This design comes from an exercise in tuning for small area, a short achievable clock period and few clock cycles per item on the open sky130 flow, not from production work. The RTL was checked by simulation tests, not by an equivalence proof against the original design.

## flow/design.v (module list and top-level ports; edited modules follow where they fit)
// module sit_datapath: 6881 lines
// module sit_fa: 10 lines
// module sit_or: 7 lines
// module sit_xor: 7 lines
// module sit_ao22: 9 lines
// module segment_intersection_test: 93 lines
module segment_intersection_test #(
   parameter int COORD_BITS = sit_pkg::COORD_BITS_DEF
) (
   input  logic                         clock,
   input  logic                         reset,
   input  logic                         req_valid,
   output logic                         req_ready,
   input  logic signed [COORD_BITS-1:0] req_a_start_x,
   input  logic signed [COORD_BITS-1:0] req_a_start_y,
   input  logic signed [COORD_BITS-1:0] req_a_end_x,
   input  logic signed [COORD_BITS-1:0] req_a_end_y,
   input  logic signed [COORD_BITS-1:0] req_b_start_x,
   input  logic signed [COORD_BITS-1:0] req_b_start_y,
   input  logic signed [COORD_BITS-1:0] req_b_end_x,
   input  logic signed [COORD_BITS-1:0] req_b_end_y,
   output logic                         rsp_valid,
   input  logic                         rsp_ready,
   output logic                         rsp_hit,
   output logic [1:0]                   rsp_hit_kind
);
  // ...
==> flow/run.sh <==
#!/bin/bash
# synth_recipe.tcl (not shown) runs the flow's synth.tcl, then flattens the netlist and writes it again
# the make line also repeats each setting of config.mk as NAME=value (left out here)
make -C /OpenROAD-flow-scripts/flow DESIGN_CONFIG=/design/flow/config.mk WORK_HOME=/design/flow/orfs CLKGATE_MAP_FILE= SYNTH_SCRIPT=/design/flow/synth_recipe.tcl finish
==> flow/config.mk <==
export PLATFORM = sky130hd
export DESIGN_NAME = segment_intersection_test
export DESIGN_NICKNAME = segment_intersection_test
export VERILOG_FILES = /design/flow/design.v
export SDC_FILE = /design/flow/constraint.sdc
export NUM_CORES = 4
export LEC_CHECK = 0
export CAP_MARGIN = 20
export CORE_MARGIN = 2
export CORE_UTILIZATION = 50
export PLACE_DENSITY = 0.42
export SETUP_SLACK_MARGIN = 4.7
export SLEW_MARGIN = 20
export SYNTH_HIERARCHICAL = 1
==> flow/constraint.sdc <==
create_clock -name core_clock -period 8.0 [get_ports {clock}]
set_input_delay 1.6000 -clock core_clock [delete_from_list [all_inputs] [get_ports {clock}]]
set_output_delay 1.6000 -clock core_clock [all_outputs]
set_load 0.01 [all_outputs]
==> results.yml, run 1 <==
synthesis:
  synth_seq_cells: 806
  yosys.area_share.adder_pct: 36.4
  yosys.area_share.simple_pct: 6.63
  yosys_warnings: 12
  synth_area_per_cell_sq_um: 11.7
  synth_area_sq_um: 65500
  synthXorXnorAreaFrac_pct: 15.2
floorplan:
  die_area_sq_um: 134000
  die_y_um: 366
  fp.dieW_um: 366
  core_area_sq_um: 130000
min_path:
  worstHoldPathCells: 0
sta:
  setup_viol: 0
  maxSlewViolCount: 0
  period_share_pct: 42.4
grt:
  grtUsageMet1_pct: 41.9
  gr-max-usage-layer: "met2"
  grt_max_degree: 39
  grt-ovfl-total: 0
  grt_pass1_wl_mm: 329
  grt_util_met2_pct: 54.9
detailed_routing:
  m1WireLength_mm: 91.9
  drtAntennaViolNets: 0
setup_path:
  slowest_stage: "fa_2"
  timing.rr.end: "u_dp.r5446_3"
finish:
  layout_commonest_cell: "xor2_1"
  finalNetCount: 7572
  layout.buffer.nonclock.area_share_pct: 6.12
clock_network:
  cts_max_path_buffers: 3
  cts_buffers: 91
  clk_latency_ns: 0.73
outcome:
  status: "no timing/DRC/antenna violations"
Testbench counts, summed over its fixed seeds: cycles 16,048, items 16,000.
==> run 2: changes to the inputs <==
--- a/flow/config.mk
+++ b/flow/config.mk
@@ -5,10 +5,9 @@
 export SDC_FILE = /design/flow/constraint.sdc
 export NUM_CORES = 4
 export LEC_CHECK = 0
-export CAP_MARGIN = 20
+export CAP_MARGIN = 10
 export CORE_MARGIN = 2
 export CORE_UTILIZATION = 50
-export PLACE_DENSITY = 0.42
 export SETUP_SLACK_MARGIN = 4.7
-export SLEW_MARGIN = 20
+export SLEW_MARGIN = 10
 export SYNTH_HIERARCHICAL = 1
==> run 2 against run 1 <==
Core utilization about the same. Hold slack worse by 0.0016 ns. Synthesized area unchanged. Critical path depth up 1.
==> results.yml, run 2 <==
grt:
  grt-ovfl-total: 0
  antenna_found_initial: 7
  grt_max_degree: 39
  grt_use_total_pct: 33.1
  grt_pass1_wl_mm: 327
  grt_pass1_vias: 52147
clock_network:
  clk_latency_ns: 0.71
  cts_max_path_buffers: 3
  cts_buffers: 91
  tritoncts: "done"
  clkSinkCount: 806
  h-tree-depth: 3
  cts-root-buf: "clkbuf_16"
  path_clk_slew_ns: 0.06
setup_path:
  crit_chain: "ha_4 -> nor2_4 -> buf_4 -> clkbuf_16 -> xor2_2 -> a22o_1 -> fa_1 -> fa_2 -> fa_1 -> fa_2"
  critPathMaxFanout: 4
  path_delay_family: "adder cells"
  critPathArrivalTime_ns: 4.04
  ff2ff_path_depth: 10
  slowest_stage: "fa_2"
  worstSetupEndpointType: "flip-flop"
  crit_type: "flip-flop to flip-flop"
  worstSetupStartpointType: "flip-flop"
  critPathBufInv: 2
  required_ns: 8.63
  max_stage_delay_ns: 0.56
  crit_cells: 10
detailed_routing:
  first_pass_iters: 5
  drc: 0
  post_drt_wl_per_cell_um: 28.7
  drtAntennaViolNets: 0
  routed_via_density: 6.04
  initialDrtViolationCount: 3687
  via_count: 47812
  wirelength_mm: 227
outcome:
  status: "no timing/DRC/antenna violations"
sta:
  rsz0062_at_grt: "yes"
  setup_viol: 0
  period_share_pct: 42.7
  tightest_slew_ns: 0.885
  skew_ns: 0.0312
  maxSlewViolCount: 0
  fmax_mhz: 293
  relSlewSlack_pct: 40.6
  holdWs_ns: 0.323
  timing.final.ws_setup_ns: 4.59
  finalSetupTns_ns: 0
  hold_viol_final: 0
  fin_crit_ns: 3.41
finish:
  fin_util_pct: 60.0
  drive_above_1_share_pct: 15.9
  seqCellArea_sq_um: 16400
  top_regs: "qk_ff (14), qv_ff (7), g_vld.vld_ff (5)"
  final_cell_mix: "xor2_1 (990), a22o_1 (868), fa_1 (801)"
  area_delta_synth_final_pct: 18.7
  largest_reg_flops: 14
  finalNetCount: 7559
  layout_commonest_cell: "xor2_1"
  fillers: 10786
  multi_input_area_sq_um: 49700
  regMostFlops: "qk_ff"
floorplan:
  initial_utilization_pct: 50.5
  die_area_sq_um: 134000
  row_count: 132
  fp.dieW_um: 366
  io_pins: 137
  core_area_sq_um: 130000
  die_y_um: 366
synthesis:
  synth_area_per_cell_sq_um: 11.7
  syn_inst: 5574
  synth-main-ff-cell: "dfxtp_1"
  ys_async_sr_fraction_pct: 0
  synth_area_sq_um: 65500
  syn_nets: 7025
  yosysTopAreaCell: "fa_1"
  synthDistinctLibCells: 67
  synth.area.top_cells: "fa_1 (30%), dfxtp_1 (24%), xor2_1 (14%), a22o_1 (12%), ha_1 (6.6%)"
  ys_seq_area_share_pct: 24.8
  yosys-top-cells-count: "xor2_1 (1033), fa_1 (975), a22o_1 (870)"
  synth_top_area_share_pct: 29.8
  yosys_warnings: 12
  synth_edf_count: 12
  synth_seq_cells: 806
  yosysMostFrequentCell: "xor2_1"
placement:
  gp_congestion: 0.938
  hpwlAfterDp_mm: 166
  pre_cts_ws_ns: 3.53
  io_buffers: 136
run:
  max_cap_violations: 0
min_path:
  hold_path_class: "flip-flop to flip-flop"
  worstHoldPathCells: 0
==> run 2: cell counts after synthesis <==
Identical to the previous run, type by type.
==> run 2: worst paths after layout <==
path / start / slack (ns) / to
setup / recovery: u_dp.r744_1 / 4.59 / u_dp.r4880_2
setup reg to reg: u_dp.r744_1 / 4.59 / u_dp.r4880_2
hold reg to reg: u_dp.r6123_3 / 0.32 / u_dp.r6123_4
hold / removal: u_dp.r6123_3 / 0.32 / u_dp.r6123_4
==> run 2: area by class of cell <==
cell class,instances,share of cell area (%)
Antenna cell,1,0.00322
Clock buffer,123,3.32
Clock inverter,41,0.822
Inverter,355,1.91
Multi-Input combinational cell,4400,63.9
Sequential cell,806,21.2
Tap cell,1742,2.80
Timing Repair Buffer,454,6.12
==> run 2: per-stage QoR <==
| step | cells | cell area [sq um] |
|---|---|---|
| 6_report | 7922 | 77700 |
| 5_1_grt | 7921 | 77700 |
| 4_1_cts | 7843 | 76100 |
| 3_5_place_dp | 7523 | 70400 |
| 3_3_place_gp | 7523 | 70400 |
| 2_1_floorplan | 5574 | 66200 |
==> run 2: kinds of logic (layout without fill, tap and decap cells) <==
| kind of cell | after synthesis | in the layout | share of synthesized area (%) |
|---|---|---|---|
| fa+ha+maj | 1319 | 1319 | 36.4 |
| mux | 11 | 11 | 0.189 |
| buf+inv | 371 | 973 | 2.17 |
| flops | 806 | 806 | 24.8 |
| other cells | 0 | 1 | 0 |
| xor+xnor | 1136 | 1136 | 15.2 |
| simple gates | 764 | 767 | 6.63 |
| compound gates | 1167 | 1167 | 14.6 |
==> run 2: repair_timing <==
action | 4_1_cts | 5_1_grt
gates cloned | 3 | 8
pin swaps | 98 | 123
setup buffers | 153 | 70
endpoints found under the hold margin | 0 | 0
hold buffers | 0 | 0
resized for setup | 273 | 243
setup endpoints to repair | 299 | 162
==> run 2: worst reg2reg max path, delay by kind of cell, from the launching register on <==
| family | cells | cell delay [ns] |
|---|---|---|
| xor+xnor | 1 | 0.18 |
| simple gates | 1 | 0.13 |
| compound gates | 1 | 0.21 |
| buf+inv | 2 | 0.36 |
| fa+ha+maj | 5 | 2.13 |
| flops | 1 | 0.36 |
==> run 2: metal layers <==
| layer | vias to the layer above | share of wire [%] | wire length (um) | global-route usage (%) |
|---|---|---|---|---|
| li1 | 20398 | - | - | - |
| met1 | 24291 | 39 | 88800 | 40.5 |
| met2 | 2315 | 47 | 106000 | 54.7 |
| met3 | 808 | 8.0 | 18200 | 6.90 |
| met4 | 0 | 6.3 | 14300 | 18.2 |
| met5 | - | 0 | 0 | 0 |
==> run 2: modules after synthesis (local to each module, per instance) <==
| module | times used | cells inside | flops+latches | cell area (sq um) |
|---|---|---|---|---|
| sit_datapath | 1 | 2459 | 775 | 27500 |
| segment_intersection_test | 1 | 131 | 31 | 1400 |
| sit_fa | 974 | 1 | 0 | 20.0 |
| sit_ao22 | 864 | 1 | 0 | 8.76 |
| sit_xor | 918 | 1 | 0 | 8.76 |
| sit_or | 228 | 1 | 0 | 6.26 |
==> run 3: changes to the inputs <==
--- a/flow/config.mk
+++ b/flow/config.mk
@@ -5,9 +5,11 @@
 export SDC_FILE = /design/flow/constraint.sdc
 export NUM_CORES = 4
 export LEC_CHECK = 0
-export CAP_MARGIN = 10
+export CAP_MARGIN = 20
 export CORE_MARGIN = 2
 export CORE_UTILIZATION = 50
+export GPL_ROUTABILITY_DRIVEN = 0
+export PLACE_DENSITY = 0.5
 export SETUP_SLACK_MARGIN = 4.7
-export SLEW_MARGIN = 10
+export SLEW_MARGIN = 20
 export SYNTH_HIERARCHICAL = 1
==> run 3 against run 2 <==
Still clean. Clock skew increased by 0.0033 ns. Sequential cell count unchanged. Final cell count rose by 0.11%. Synthesized cell count unchanged.
==> results.yml, run 3 <==
sta:
  rsz0062_at_grt: "yes"
  relSlewSlack_pct: 32.9
  tightest_slew_ns: 1.00
  finalSetupTns_ns: 0
  period_share_pct: 43.3
  fmax_mhz: 288
  hold_viol_final: 0
  setup_viol: 0
  maxSlewViolCount: 0
  skew_ns: 0.0346
  fin_crit_ns: 3.47
clock_network:
  path_clk_slew_ns: 0.06
  cts_max_path_buffers: 3
  clkSinkCount: 806
  clk_latency_ns: 0.73
  cts-root-buf: "clkbuf_16"
  cts_buffers: 92
  h-tree-depth: 3
  tritoncts: "done"
floorplan:
  fp.dieW_um: 366
  die_y_um: 366
  row_count: 132
  core_area_sq_um: 130000
  die_area_sq_um: 134000
  io_pins: 137
  initial_utilization_pct: 50.5
detailed_routing:
  drc: 0
  drtAntennaViolNets: 0
  routed_via_density: 6.02
  initialDrtViolationCount: 3650
  first_pass_iters: 6
  wirelength_mm: 228
  via_count: 47780
  post_drt_wl_per_cell_um: 28.7
placement:
  io_buffers: 136
  hpwlAfterDp_mm: 167
  place_area_sq_um: 70500
synthesis:
  yosys-top-cells-count: "xor2_1 (1033), fa_1 (975), a22o_1 (870)"
  synth.area.top_cells: "fa_1 (30%), dfxtp_1 (24%), xor2_1 (14%), a22o_1 (12%), ha_1 (6.6%)"
  synth-main-ff-cell: "dfxtp_1"
  yosysTopAreaCell: "fa_1"
  ys_seq_area_share_pct: 24.8
  syn_inst: 5574
  yosysMostFrequentCell: "xor2_1"
  ys_async_sr_fraction_pct: 0
  yosys.area_share.adder_pct: 36.4
  synth-compound-area-share_pct: 14.6
  synth_edf_count: 12
  yosys_warnings: 12
  muxShareOfSynthArea_pct: 0.189
  synth_area_per_cell_sq_um: 11.7
  syn_nets: 7025
  synthXorXnorAreaFrac_pct: 15.2
  synth_seq_cells: 806
  synth_top_family_by_area: "adder cells"
  synth_area_sq_um: 65500
  yosys.area_share.simple_pct: 6.63
  synthDistinctLibCells: 67
  synth_top_area_share_pct: 29.8
grt:
  grt_max_degree: 39
  antenna_found_initial: 12
  grt_pass1_vias: 51561
  grt_pass1_wl_mm: 327
  grt-ovfl-total: 0
  grt_use_total_pct: 33.1
setup_path:
  crit_type: "flip-flop to flip-flop"
  critPathMaxFanout: 2
  worstSetupStartpointType: "flip-flop"
  worstSetupEndpointType: "flip-flop"
  ff2ff_path_depth: 10
  critPathArrivalTime_ns: 4.05
  required_ns: 8.58
finish:
  layout_commonest_cell: "xor2_1"
  fin_area_sq_um: 77700
  area_delta_synth_final_pct: 18.6
  regMostFlops: "qk_ff"
  finalNetCount: 7560
  drive_above_1_share_pct: 15.8
  final_cell_mix: "xor2_1 (991), a22o_1 (869), fa_1 (794)"
  largest_reg_flops: 14
  top_regs: "qk_ff (14), qv_ff (7), g_vld.vld_ff (5)"
min_path:
  worstHoldPathCells: 0
  hold_path_class: "flip-flop to flip-flop"
run:
  max_cap_violations: 0
outcome:
  status: "no timing/DRC/antenna violations"
-- run 3: per-stage QoR --
stage	utilization (%)	hold WS (ns)	std cells	setup slack [ns]
6_report	59.9	0.317	7931	4.53
5_1_grt	59.9	0.324	7930	4.50
4_1_cts	58.7	0.313	7856	4.55
3_5_place_dp	54.4	0.314	7529	3.58
3_3_place_gp	54.4	0.311	7529	3.61
2_1_floorplan	-	0.310	5574	4.55
-- run 3: Yosys stat by module, one instance, submodules excluded --
module,cell area (sq um),cells,times used
segment_intersection_test,1400,131,1
sit_ao22,8.76,1,864
sit_datapath,27500,2459,1
sit_fa,20.0,1,974
sit_or,6.26,1,228
sit_xor,8.76,1,918
-- run 3: worst paths after layout --
check	from	end	slack, ns
hold reg to reg	u_dp.r6127_3	u_dp.r6127_4	0.32
hold / removal	u_dp.r6127_3	u_dp.r6127_4	0.32
setup / recovery	u_dp.r2582_2	u_dp.r5801_3	4.53
setup reg to reg	u_dp.r2582_2	u_dp.r5801_3	4.53
-- run 3: metal layers --
layer,share of wire [%],track usage [%],up-vias
li1,-,-,20416
met1,40,41.8,24261
met2,46,54.3,2327
met3,7.2,5.50,774
met4,6.3,18.3,2
met5,0.0088,0,-
-- run 3: layout make-up --
| cell class | instances | area [sq um] |
|---|---|---|
| diodes | 1 | 2.50 |
| flip-flops and latches | 806 | 16400 |
| well taps | 1742 | 2180 |
| clock buffers | 107 | 2450 |
| multi-input cells | 4401 | 49600 |
| fillers | 10813 | 52000 |
| repair buffers | 453 | 4740 |
| clock inverters | 66 | 817 |
| inverters | 355 | 1480 |
-- run 3: timing repair --
item / 4_1_cts / 5_1_grt
gates cloned: 7 / 6
endpoints found under the setup margin: 315 / 155
gates resized for setup: 248 / 226
hold buffers: 0 / 0
pin swaps: 79 / 103
buffers inserted: 147 / 68
-- run 3: worst max-delay path, cell delays in order (launching register included) --
cell and delay [ns]:
dfxtp_2 0.32, fa_2 0.38, fa_1 0.48, fa_2 0.38, fa_2 0.35, fa_2 0.36, or2_1 0.24, ha_2 0.17
a32o_1 0.22, a22o_1 0.18, a22o_1 0.26
-- run 3: cells by family after synthesis --
group | count (synthesis)
DFF | 806
buffers and inverters | 371
AOI/OAI and AO/OA | 1167
muxes | 11
and+or+nand+nor | 764
xor gates and xnor gates | 1136
adders and majority gates | 1319

what the ideal ports hide:
Ports are ideal in the flow. The routed layouts listed here were re-timed in OpenROAD. Step 1: set_driving_cell puts a clkbuf_16 on clock and a buf_2 on each other input, an assumption about the parent block. Step 2 also shifts input and output timing later by t, the mid clock arrival at the registers, as if the neighbouring blocks saw the same clock. Three values: ideal, step 1, step 2; two values: the first two.
run	shift t [ns]	slack for setup (ns)	worst setup path after step 2	pins driven straight from the clock port
run 1	0.786	4.604 / 4.604 / 3.986	input to register	1
run 2	0.769	4.587 / 4.587 / 4.065	input to register	1
run 3	0.795	4.533 / 4.533 / 3.976	input to register	1
After both steps setup and hold are still met in every run listed. For run 1, which loses most, drivers alone change the setup slack by 0.000 ns; drivers and shift together by -0.618 ns.
